What follows belongs to an exercise in optimizing a design on an open flow for small area and a short achievable clock period; a production flow would make more cautious choices. Only simulation tests tie the RTL to the original design; equivalence was not proved. Power is estimated from default activity; no workload was simulated.

--- flow/flow/run.sh ---
#!/bin/bash
# Own layout flow: the standard ORFS flow (standard.sh) with three
# changes to how the layout is made:
#  - the resizer may change a cell's footprint when it repairs timing;
#  - the port buffers are buf_4 rather than the delay cells buffer_ports
#    picks by default;
set -euo pipefail
bash standard.sh MATCH_CELL_FOOTPRINT=0 \
  "BUFFER_PORTS_ARGS=-buffer_cell sky130_fd_sc_hd__buf_4" \
  "CTS_ARGS=-sink_clustering_enable -repair_clock_nets -sink_clustering_size 30 -sink_clustering_max_diameter 60 -dont_use_dummy_load" \
  finish > standard_flow.log 2>&1
--- flow/standard.sh ---
#!/bin/bash
# synth_recipe.tcl (not shown) runs the flow's synth.tcl, then flattens the netlist and writes it again
# the make line also repeats each setting of config.mk as NAME=value (left out here)
make -C /OpenROAD-flow-scripts/flow DESIGN_CONFIG=/design/flow/config.mk WORK_HOME=/design/flow/orfs CLKGATE_MAP_FILE= SYNTH_SCRIPT=/design/flow/synth_recipe.tcl "${@:-finish}"
--- flow/config.mk ---
export PLATFORM = sky130hd
export DESIGN_NAME = punc_mem_responder
export DESIGN_NICKNAME = punc_mem_responder
export VERILOG_FILES = /design/flow/design.v
export SDC_FILE = /design/flow/constraint.sdc
export NUM_CORES = 4
export LEC_CHECK = 0
export ABC_CLOCK_PERIOD_IN_PS = 2500
export CAP_MARGIN = 20
export CELL_PAD_IN_SITES_DETAIL_PLACEMENT = 0
export CELL_PAD_IN_SITES_GLOBAL_PLACEMENT = 0
export CORE_MARGIN = 2
export CORE_UTILIZATION = 65
export CTS_CLUSTER_DIAMETER = 60
export CTS_CLUSTER_SIZE = 30
export PLACE_DENSITY = 0.75
export SETUP_SLACK_MARGIN = 3.4
export SLEW_MARGIN = 20
export SYNTH_HIERARCHICAL = 1
--- flow/constraint.sdc ---
create_clock -name core_clock -period 6.0 [get_ports {clk}]
set_input_delay 1.2000 -clock core_clock [delete_from_list [all_inputs] [get_ports {clk}]]
set_output_delay 1.2000 -clock core_clock [all_outputs]
set_load 0.01 [all_outputs]
--- flow/design.v ---
package punc_mem_responder_pkg;
    localparam int WORD_W = 16;
    localparam logic [WORD_W-1:0] DSR_ADDR_DEF = 16'hFE04;
    localparam logic [WORD_W-1:0] DDR_ADDR_DEF = 16'hFE06;
endpackage
import punc_mem_responder_pkg::*;
module punc_mem_bit_next #(
    parameter int N = 1
) (
    input  logic [N-1:0] q,
    input  logic [N-1:0] keep,
    input  logic [N-1:0] wdata,
    input  logic [N-1:0] wsel,
    output logic [N-1:0] d
);
    assign d = (q & keep) | (wdata & wsel);
endmodule
module punc_mem_aoi22 #(
    parameter int N = 1
) (
    input  logic [N-1:0] a0,
    input  logic [N-1:0] s0,
    input  logic [N-1:0] a1,
    input  logic [N-1:0] s1,
    output logic [N-1:0] y_n
);
    assign y_n = ~((a0 & s0) | (a1 & s1));
endmodule
module punc_mem_nand4 #(
    parameter int N = 1
) (
    input  logic [N-1:0] a,
    input  logic [N-1:0] b,
    input  logic [N-1:0] c,
    input  logic [N-1:0] d,
    output logic [N-1:0] y
);
    assign y = ~(a & b & c & d);
endmodule
module punc_mem_nor2 #(
    parameter int N = 1
) (
    input  logic [N-1:0] a,
    input  logic [N-1:0] b,
    output logic [N-1:0] y
);
    assign y = ~(a | b);
endmodule
module punc_mem_nand2 #(
    parameter int N = 1
) (
    input  logic [N-1:0] a,
    input  logic [N-1:0] b,
    output logic [N-1:0] y
);
    assign y = ~(a & b);
endmodule
module punc_mem_nand3 #(
    parameter int N = 1
) (
    input  logic [N-1:0] a,
    input  logic [N-1:0] b,
    input  logic [N-1:0] c,
    output logic [N-1:0] y
);
    assign y = ~(a & b & c);
endmodule
import punc_mem_responder_pkg::*;
module punc_mem_responder
#(
    parameter int                DEPTH_LOG2  = 8,
    parameter int                WAIT_CYCLES = 1,
    parameter logic [WORD_W-1:0] DSR_ADDR    = DSR_ADDR_DEF,
    parameter logic [WORD_W-1:0] DDR_ADDR    = DDR_ADDR_DEF
) (
    input  logic              clk,
    input  logic              rst,
    input  logic              req_valid,
    output logic              req_ready,
    input  logic              req_we,
    input  logic [WORD_W-1:0] req_addr,
    input  logic [WORD_W-1:0] req_wdata,
    output logic              rsp_valid,
    output logic [WORD_W-1:0] rsp_rdata,
    output logic              rsp_err,
    input  logic              load_en,
    input  logic [WORD_W-1:0] load_addr,
    input  logic [WORD_W-1:0] load_data,
    output logic              io_tx_valid,
    output logic [WORD_W-1:0] io_tx_data,
    input  logic              io_tx_ready
);
    localparam int DEPTH  = 1 << DEPTH_LOG2;
    logic idle_q, wait_q, hold_q, resp_q;
    logic req_ready_q;   
    logic                  in_ram_q;     
    logic                  dsr_rd_q;
    logic                  ddr_wr_q;
    logic                  ram_wr_q;     
    logic                  pre_wr_q;     
    logic [DEPTH-1:0]      sel_q;        
    logic [WORD_W-1:0]     wdata_q;      
    logic                  wr_en;        
    logic [WORD_W-1:0]     rsp_rdata_q;
    logic                  rsp_err_q;
    logic                  io_tx_valid_q;
    logic [WORD_W-1:0]     io_tx_data_q;
    logic                  acc_in_ram, acc_dsr, acc_ddr, acc_err;
    logic                  tx_load, to_hold;
    localparam int BITS  = DEPTH * WORD_W;
    logic [BITS-1:0]   mem_q, mem_d;
    logic [DEPTH-1:0]  sel, keep;
    logic [BITS-1:0]   wsel_v, keep_v, wdata_v;
    logic [WORD_W-1:0] wdata_g;
    logic [WORD_W-1:0] ram_rd_data;
    always_comb begin
        sel     = sel_q;
        keep    = ~(sel & {DEPTH{wr_en}});
        wdata_g = wdata_q & {WORD_W{wr_en}};
        for (int w = 0; w < DEPTH; w++) begin
            wsel_v[w*WORD_W +: WORD_W]  = {WORD_W{sel[w]}};
            keep_v[w*WORD_W +: WORD_W]  = {WORD_W{keep[w]}};
            wdata_v[w*WORD_W +: WORD_W] = wdata_g;
        end
    end
    punc_mem_bit_next #(
        .N (BITS)
    ) u_next (
        .q     (mem_q),
        .keep  (keep_v),
        .wdata (wdata_v),
        .wsel  (wsel_v),
        .d     (mem_d)
    );
    always_ff @(posedge clk) begin
        mem_q <= mem_d;
    end
    logic [128*WORD_W-1:0] l1_a0, l1_s0, l1_a1, l1_s1, l1_n;
    logic [32*WORD_W-1:0]  l2;
    logic [16*WORD_W-1:0]  l3_n;
    logic [4*WORD_W-1:0]   l4;
    logic [2*WORD_W-1:0]   l5_n;
    always_comb begin
        for (int k = 0; k < 128; k++) begin
            l1_a0[k*WORD_W +: WORD_W] = mem_q[(2*k)*WORD_W +: WORD_W];
            l1_a1[k*WORD_W +: WORD_W] = mem_q[(2*k+1)*WORD_W +: WORD_W];
            l1_s0[k*WORD_W +: WORD_W] = {WORD_W{sel[2*k]}};
            l1_s1[k*WORD_W +: WORD_W] = {WORD_W{sel[2*k+1]}};
        end
    end
    punc_mem_aoi22 #(.N (128*WORD_W)) u_l1 (
        .a0 (l1_a0), .s0 (l1_s0), .a1 (l1_a1), .s1 (l1_s1), .y_n (l1_n)
    );
    punc_mem_nand4 #(.N (32*WORD_W)) u_l2 (
        .a (l1_n[0 +: 32*WORD_W]),           .b (l1_n[32*WORD_W +: 32*WORD_W]),
        .c (l1_n[64*WORD_W +: 32*WORD_W]),   .d (l1_n[96*WORD_W +: 32*WORD_W]),
        .y (l2)
    );
    punc_mem_nor2 #(.N (16*WORD_W)) u_l3 (
        .a (l2[0 +: 16*WORD_W]), .b (l2[16*WORD_W +: 16*WORD_W]), .y (l3_n)
    );
    punc_mem_nand4 #(.N (4*WORD_W)) u_l4 (
        .a (l3_n[0 +: 4*WORD_W]),            .b (l3_n[4*WORD_W +: 4*WORD_W]),
        .c (l3_n[8*WORD_W +: 4*WORD_W]),     .d (l3_n[12*WORD_W +: 4*WORD_W]),
        .y (l4)
    );
    punc_mem_nor2 #(.N (2*WORD_W)) u_l5 (
        .a (l4[0 +: 2*WORD_W]), .b (l4[2*WORD_W +: 2*WORD_W]), .y (l5_n)
    );
    punc_mem_nand2 #(.N (WORD_W)) u_l6 (
        .a (l5_n[0 +: WORD_W]), .b (l5_n[WORD_W +: WORD_W]), .y (ram_rd_data)
    );
    assign acc_in_ram = in_ram_q;
    assign acc_dsr    = dsr_rd_q;
    assign acc_ddr    = ddr_wr_q;
    assign acc_err    = !(in_ram_q || dsr_rd_q || ddr_wr_q);
    assign to_hold = wait_q && acc_ddr && io_tx_valid_q;
    assign tx_load = (wait_q && acc_ddr && !io_tx_valid_q) ||
                     (hold_q && (!io_tx_valid_q || io_tx_ready));
    always_ff @(posedge clk) begin
        if (rst) begin
            idle_q        <= 1'b1;
            req_ready_q   <= 1'b1;
            wait_q        <= 1'b0;
            hold_q        <= 1'b0;
            resp_q        <= 1'b0;
            io_tx_valid_q <= 1'b0;
        end else begin
            idle_q        <= (idle_q && !req_valid) || resp_q;
            req_ready_q   <= (req_ready_q && !req_valid) || resp_q;
            wait_q        <= idle_q && req_valid;
            hold_q        <= to_hold || (hold_q && !tx_load);
            resp_q        <= (wait_q && !to_hold) || (hold_q && tx_load);
            io_tx_valid_q <= (io_tx_valid_q && !io_tx_ready) || tx_load;
        end
    end
    assign wr_en = pre_wr_q || (ram_wr_q && !rst);
    always_ff @(posedge clk) begin
        pre_wr_q <= !rst && idle_q && !req_valid && load_en &&
                    (load_addr[WORD_W-1:DEPTH_LOG2] == '0);
    end
    localparam int PD_W = DEPTH_LOG2 / 2;
    localparam int PD_N = 1 << PD_W;
    logic [PD_N-1:0]  lo_n, hi_n;
    logic [DEPTH-1:0] sel_d, dec_lo_n, dec_hi_n;
    always_comb begin
        for (int i = 0; i < PD_N; i++) begin
            lo_n[i] = req_valid ? !(req_addr[PD_W-1:0] == PD_W'(i))
                                : !(load_addr[PD_W-1:0] == PD_W'(i));
            hi_n[i] = req_valid ? !(req_addr[DEPTH_LOG2-1:PD_W] == PD_W'(i))
                                : !(load_addr[DEPTH_LOG2-1:PD_W] == PD_W'(i));
        end
        for (int w = 0; w < DEPTH; w++) begin
            dec_lo_n[w] = lo_n[w % PD_N];
            dec_hi_n[w] = hi_n[w / PD_N];
        end
    end
    punc_mem_nor2 #(.N (DEPTH)) u_dec (
        .a (dec_lo_n), .b (dec_hi_n), .y (sel_d)
    );
    always_ff @(posedge clk) begin
        in_ram_q <= (req_addr[WORD_W-1:DEPTH_LOG2] == '0);
        dsr_rd_q <= (req_addr == DSR_ADDR) && !req_we;
        ddr_wr_q <= (req_addr == DDR_ADDR) && req_we;
        ram_wr_q <= !rst && idle_q && req_valid && req_we &&
                    (req_addr[WORD_W-1:DEPTH_LOG2] == '0);
        sel_q <= sel_d;
        if (idle_q) begin
            wdata_q <= req_valid ? req_wdata : load_data;
        end
    end
    always_ff @(posedge clk) begin
        rsp_rdata_q <= ram_rd_data & {WORD_W{in_ram_q}};
        rsp_rdata_q[WORD_W-1] <= (ram_rd_data[WORD_W-1] && in_ram_q) ||
                                 (acc_dsr && !io_tx_valid_q);
        rsp_err_q <= wait_q && acc_err;
        if (tx_load) begin
            io_tx_data_q <= wdata_q;
        end
    end
    assign req_ready   = req_ready_q;
    assign rsp_valid   = resp_q;
    assign rsp_rdata   = rsp_rdata_q;
    assign rsp_err     = rsp_err_q;
    assign io_tx_valid = io_tx_valid_q;
    assign io_tx_data  = io_tx_data_q;
endmodule
==> flow_summary.toml <==
[clocking]
cts.path.max_buffers = 3
clockRootBuffer = "sky130_fd_sc_hd__clkbuf_16"
clock-sinks = 4412
cts_tree = "done"
register_clock_pin_slew_on_the_reported_worst_setup_and_hold_paths_ns = 0.10
hold_buffers = 0
cts_inserted_buffers = 207
clock_latency_ns = 0.92
cts.htree.levels = 4

[critical_path]
critical-path-slowest-cell = "sky130_fd_sc_hd__nor2_4"
crit_type = "reg2reg"
path_common_cell = "sky130_fd_sc_hd__nand4_1"
timing.critical_path.arrival_ns = 3.70
critPathMaxStageDelay_ns = 0.47
critPathRequiredTime_ns = 6.76
endpoint_type_of_the_worst_setup_path = "register"
startpoint_type = "register"
worst_path_maximum_fanout = 33
critical_path.cell_chain = "buf_4 > a22oi_1 > nand4_1 > nor2_2 > nand4_1 > nor2_4 > nand2_1 > a22o_1"

[synthesis]
synth_compound_area_frac = 0.349
cell_count_after_synthesis = 12100
ys.warnings.count = 7
synthesis.area_per_instance_um2 = 12.2
yosys.area_share.adder = 0
muxShareOfSynthArea = 0.00122
simple_gate_share_of_the_synthesized_area = 0.0488
largest_family_of_logic_cells_by_synthesized_area = "compound AO/OA/AOI/OAI gates"
synth-seq-cells = 4412
post_synth_instance_area_mm2 = 0.148
synth.net_count = 12200
synth_sequential_area_ratio = 0.600
count_of_cell_types_in_the_netlist = 30
synth-xor-area-share = 0

[detailed_routing]
routed_length_per_instance_um = 29.2
number_of_detailed_routing_iterations_run_before_antenna_repair = 6
total_routed_wirelength_mm = 460
route.detailed.drc = 0
postRouteAntennaNets = 0
num_vias = 117000
drtIter0Drc = 15500
drt-vias-per-instance = 7.44

[pwr]
p_leak_uw = 0.0589
share_seq_of_total_power = 0.657
p_comb_frac = 0.007
power_per_cell_area_mw_per_mm2 = 277
net_switching_fraction_of_the_power = 0.205
pwr-share-clk = 0.336
internal-power_uw = 35500
worst_ir_drop_vdd_mv = 0.267
netSwitchingPower_uw = 9150

[floorplanning]
floorplan.rows = 175
dieArea_mm2 = 0.231
die-height_um = 481
floorplan.initialDensity = 0.652
floorplan.core_area_mm2 = 0.227
ioPinCount = 106
die_boundary_width_um = 481

[placed_design]
postPlaceCellArea_mm2 = 0.155
place.gp.congestion = 0.888
hpwlAfterDp_mm = 276
buffer_ports.inserted = 105

[sta]
timing.max_slew.rel_slack = 0.289
finalSetupTns_ns = 0
clock_skew_ns = 0.0692
fmax_ghz = 0.340
post-route-min-period_ns = 2.94
rsz0062_at_grt = "true"
finalHoldViolCount = 0
min_period_over_period = 0.490
report.final.slew_viol_count = 0
worst_max_slew_pin_slew_ns = 1.07
timing.final.setup_violations = 0

[outcome]
run_status = "finished clean"

[grt]
first_global_vias = 109000
globalRoute.totalOverflow = 0
largest_net_degree_at_the_start_of_global_routing = 129
antenna_found_initial = 8
grt_first_pass_wirelength_mm = 685
grt_util_all_layers = 0.380

[layout]
area_delta_synth_final_pct = 9.16
nNetsFinal = 12800
post_route_cells_drive_above_1_share = 0.0737
finalInstanceArea_mm2 = 0.161
fillCellCount = 16200

[flow_run]
drv_cap = 0

[hold_path]
hold_crit_path_type = "reg2reg"
==> kinds of logic (layout without fill, tap and decap cells) <==
logic type / Yosys count / count (layout)
AOI/OAI and AO/OA: 6184 / 6185
muxes: 16 / 16
other: 0 / 3
DFF: 4412 / 4412
buffers and inverters: 42 / 631
and+or+nand+nor: 1483 / 1486
==> critical path, delay by kind of cell (launching register included) <==
family,cells,cell delay [ns]
buffers and inverters,1,0.25
and+or+nand+nor,5,1.70
DFF,1,0.31
AOI/OAI and AO/OA,2,0.54
==> state kept, by name, summed over array words and instances, names as in the netlist <==
name and flops:
rsp_rdata_q 16, mem_q 4096, wait_q 1, ddr_wr_q 1, sel_q 256, rsp_err_q 1, in_ram_q 1, pre_wr_q 1
io_tx_data_q 16, hold_q 1, dsr_rd_q 1, wdata_q 16, req_ready_q 1, ram_wr_q 1, resp_q 1, io_tx_valid_q 1
idle_q 1
==> power by group through the flow <==
stage,registers [uW],clock network (uW),logic [uW]
after floorplan,30100,0,67.5
after global placement,30000,0,283
after detailed placement,30000,0,288
after CTS,29300,15100,291
after global routing,29400,16200,303
final,29300,15000,301
==> metal layers <==
layer	part of all wire	vias up	track usage
li1	-	51500	-
met1	0.42	58500	0.535
met2	0.44	6082	0.567
met3	0.093	927	0.0675
met4	0.054	2	0.178
met5	0.000030	-	0
==> layout make-up <==
class | instances | area (um^2) | area share
diodes | 3 | 7.51 | 0.0000465
clock buffers | 207 | 5180 | 0.0321
inverters | 5 | 31.3 | 0.000194
multi-input cells | 7687 | 59900 | 0.371
flip-flops and latches | 4412 | 88800 | 0.550
well taps | 3009 | 3760 | 0.0233
repair buffers | 419 | 3740 | 0.0232
==> repair_timing <==
item,CTS,global route
resized for setup,206,109
pin swaps,27,39
gates cloned,5,0
setup endpoints to repair,3553,1798
buffers inserted,3,1
==> through the flow <==
| step | setup slack [ns] | power, uW | util | cells | hold WS, ns |
|---|---|---|---|---|---|
| final | 3.06 | 44700 | 0.712 | 15700 | 0.436 |
| after global routing | 3.18 | 45800 | 0.711 | 15700 | 0.441 |
| after floorplan | 2.66 | 30100 | - | 12100 | 0.399 |
| after CTS | 3.29 | 44700 | 0.710 | 15700 | 0.440 |
| after detailed placement | 2.16 | 30300 | 0.684 | 15500 | 0.437 |
| after global placement | 2.22 | 30300 | 0.684 | 15500 | 0.419 |
==> Yosys cell counts <==
cell type                  number  share of area
sky130_fd_sc_hd__dfxtp_1     4380           0.59
sky130_fd_sc_hd__a22o_1      4097           0.24
sky130_fd_sc_hd__a22oi_1     2068           0.11
sky130_fd_sc_hd__nand4_1      577          0.024
sky130_fd_sc_hd__nor2_1       553          0.014
sky130_fd_sc_hd__nand2_1      278         0.0071
sky130_fd_sc_hd__and2_1        32         0.0014
sky130_fd_sc_hd__edfxtp_1      32         0.0065
sky130_fd_sc_hd__buf_2         22        0.00074
sky130_fd_sc_hd__mux2_2        16         0.0012
sky130_fd_sc_hd__a32oi_1       12        0.00071
sky130_fd_sc_hd__buf_6          9        0.00069
sky130_fd_sc_hd__and3_1         8        0.00034
sky130_fd_sc_hd__nor2b_1        8        0.00034
sky130_fd_sc_hd__nor3_1         7        0.00024
sky130_fd_sc_hd__clkbuf_1       6        0.00015
sky130_fd_sc_hd__nor3b_1        6        0.00030
sky130_fd_sc_hd__inv_1          4        0.00010
sky130_fd_sc_hd__a21oi_1        3        0.00010
sky130_fd_sc_hd__and3b_1        3        0.00018
sky130_fd_sc_hd__nor4_1         3        0.00013
sky130_fd_sc_hd__a31oi_1        2       0.000085
sky130_fd_sc_hd__nand2b_1       2       0.000085
sky130_fd_sc_hd__nor4b_1        2        0.00012
sky130_fd_sc_hd__or4_1          2        0.00010
sky130_fd_sc_hd__a21o_1         1       0.000051
sky130_fd_sc_hd__and4b_1        1       0.000068
sky130_fd_sc_hd__inv_2          1       0.000025
sky130_fd_sc_hd__nor4bb_1       1       0.000068
sky130_fd_sc_hd__o21ai_0        1       0.000034
==> path summary, 6_finish.rpt <==
kind	startpoint	endpoint	slack [ns]	cells past startpoint
max	sel_q[198]	rsp_rdata_q[15]	3.06	8
min	wdata_q[7]	io_tx_data_q[7]	0.44	0
max reg2reg	sel_q[198]	rsp_rdata_q[15]	3.06	8
min reg2reg	wdata_q[7]	io_tx_data_q[7]	0.44	0
==> placed cells by master, fill, tap and decap left out, types with 16 or more instances in the layout <==
cell type,n
sky130_fd_sc_hd__nor2_4,26
sky130_fd_sc_hd__and2_1,16
sky130_fd_sc_hd__nor2_2,41
sky130_fd_sc_hd__buf_6,31
sky130_fd_sc_hd__buf_4,351
sky130_fd_sc_hd__nand4_1,577
sky130_fd_sc_hd__nand2_2,84
sky130_fd_sc_hd__edfxtp_1,32
sky130_fd_sc_hd__dfxtp_2,47
sky130_fd_sc_hd__a22o_1,4097
sky130_fd_sc_hd__nor2_1,486
sky130_fd_sc_hd__dfxtp_1,4320
sky130_fd_sc_hd__a22oi_2,51
sky130_fd_sc_hd__mux2_2,16
sky130_fd_sc_hd__and2_4,16
sky130_fd_sc_hd__clkbuf_16,208
sky130_fd_sc_hd__nand2_1,194
sky130_fd_sc_hd__buf_12,34
sky130_fd_sc_hd__a22oi_1,2017

==> afterwards: timing with drivers on the ports <==
In the flow no input, the clock included, has a driving cell. The finished layout below was timed again as built, in two steps.
Step 1 (the two cells are an assumption about what drives the block):
set clk [get_ports {clk}]
set_driving_cell -lib_cell sky130_fd_sc_hd__clkbuf_16 $clk
set_driving_cell -lib_cell sky130_fd_sc_hd__buf_2 [delete_from_list [all_inputs] $clk]
Step 2 moves the port delays by t, midway between the first and last clock arrival at a register: inputs arrive t later, outputs are due t later. That takes back most of the time a late clock gives input paths.
Slacks: ideal ports / drivers / drivers and shift; pairs: ideal ports / drivers.
t (ns): 0.982
slack for setup (ns): 3.060 / 3.060 / 2.195
worst hold slack (ns): 0.436 / 0.436 / 0.436
worst setup path at the end: input to register
After both steps setup and hold are still met in this run. The setup slack of this run moves by 0.000 ns with the drivers and by -0.865 ns with both steps.
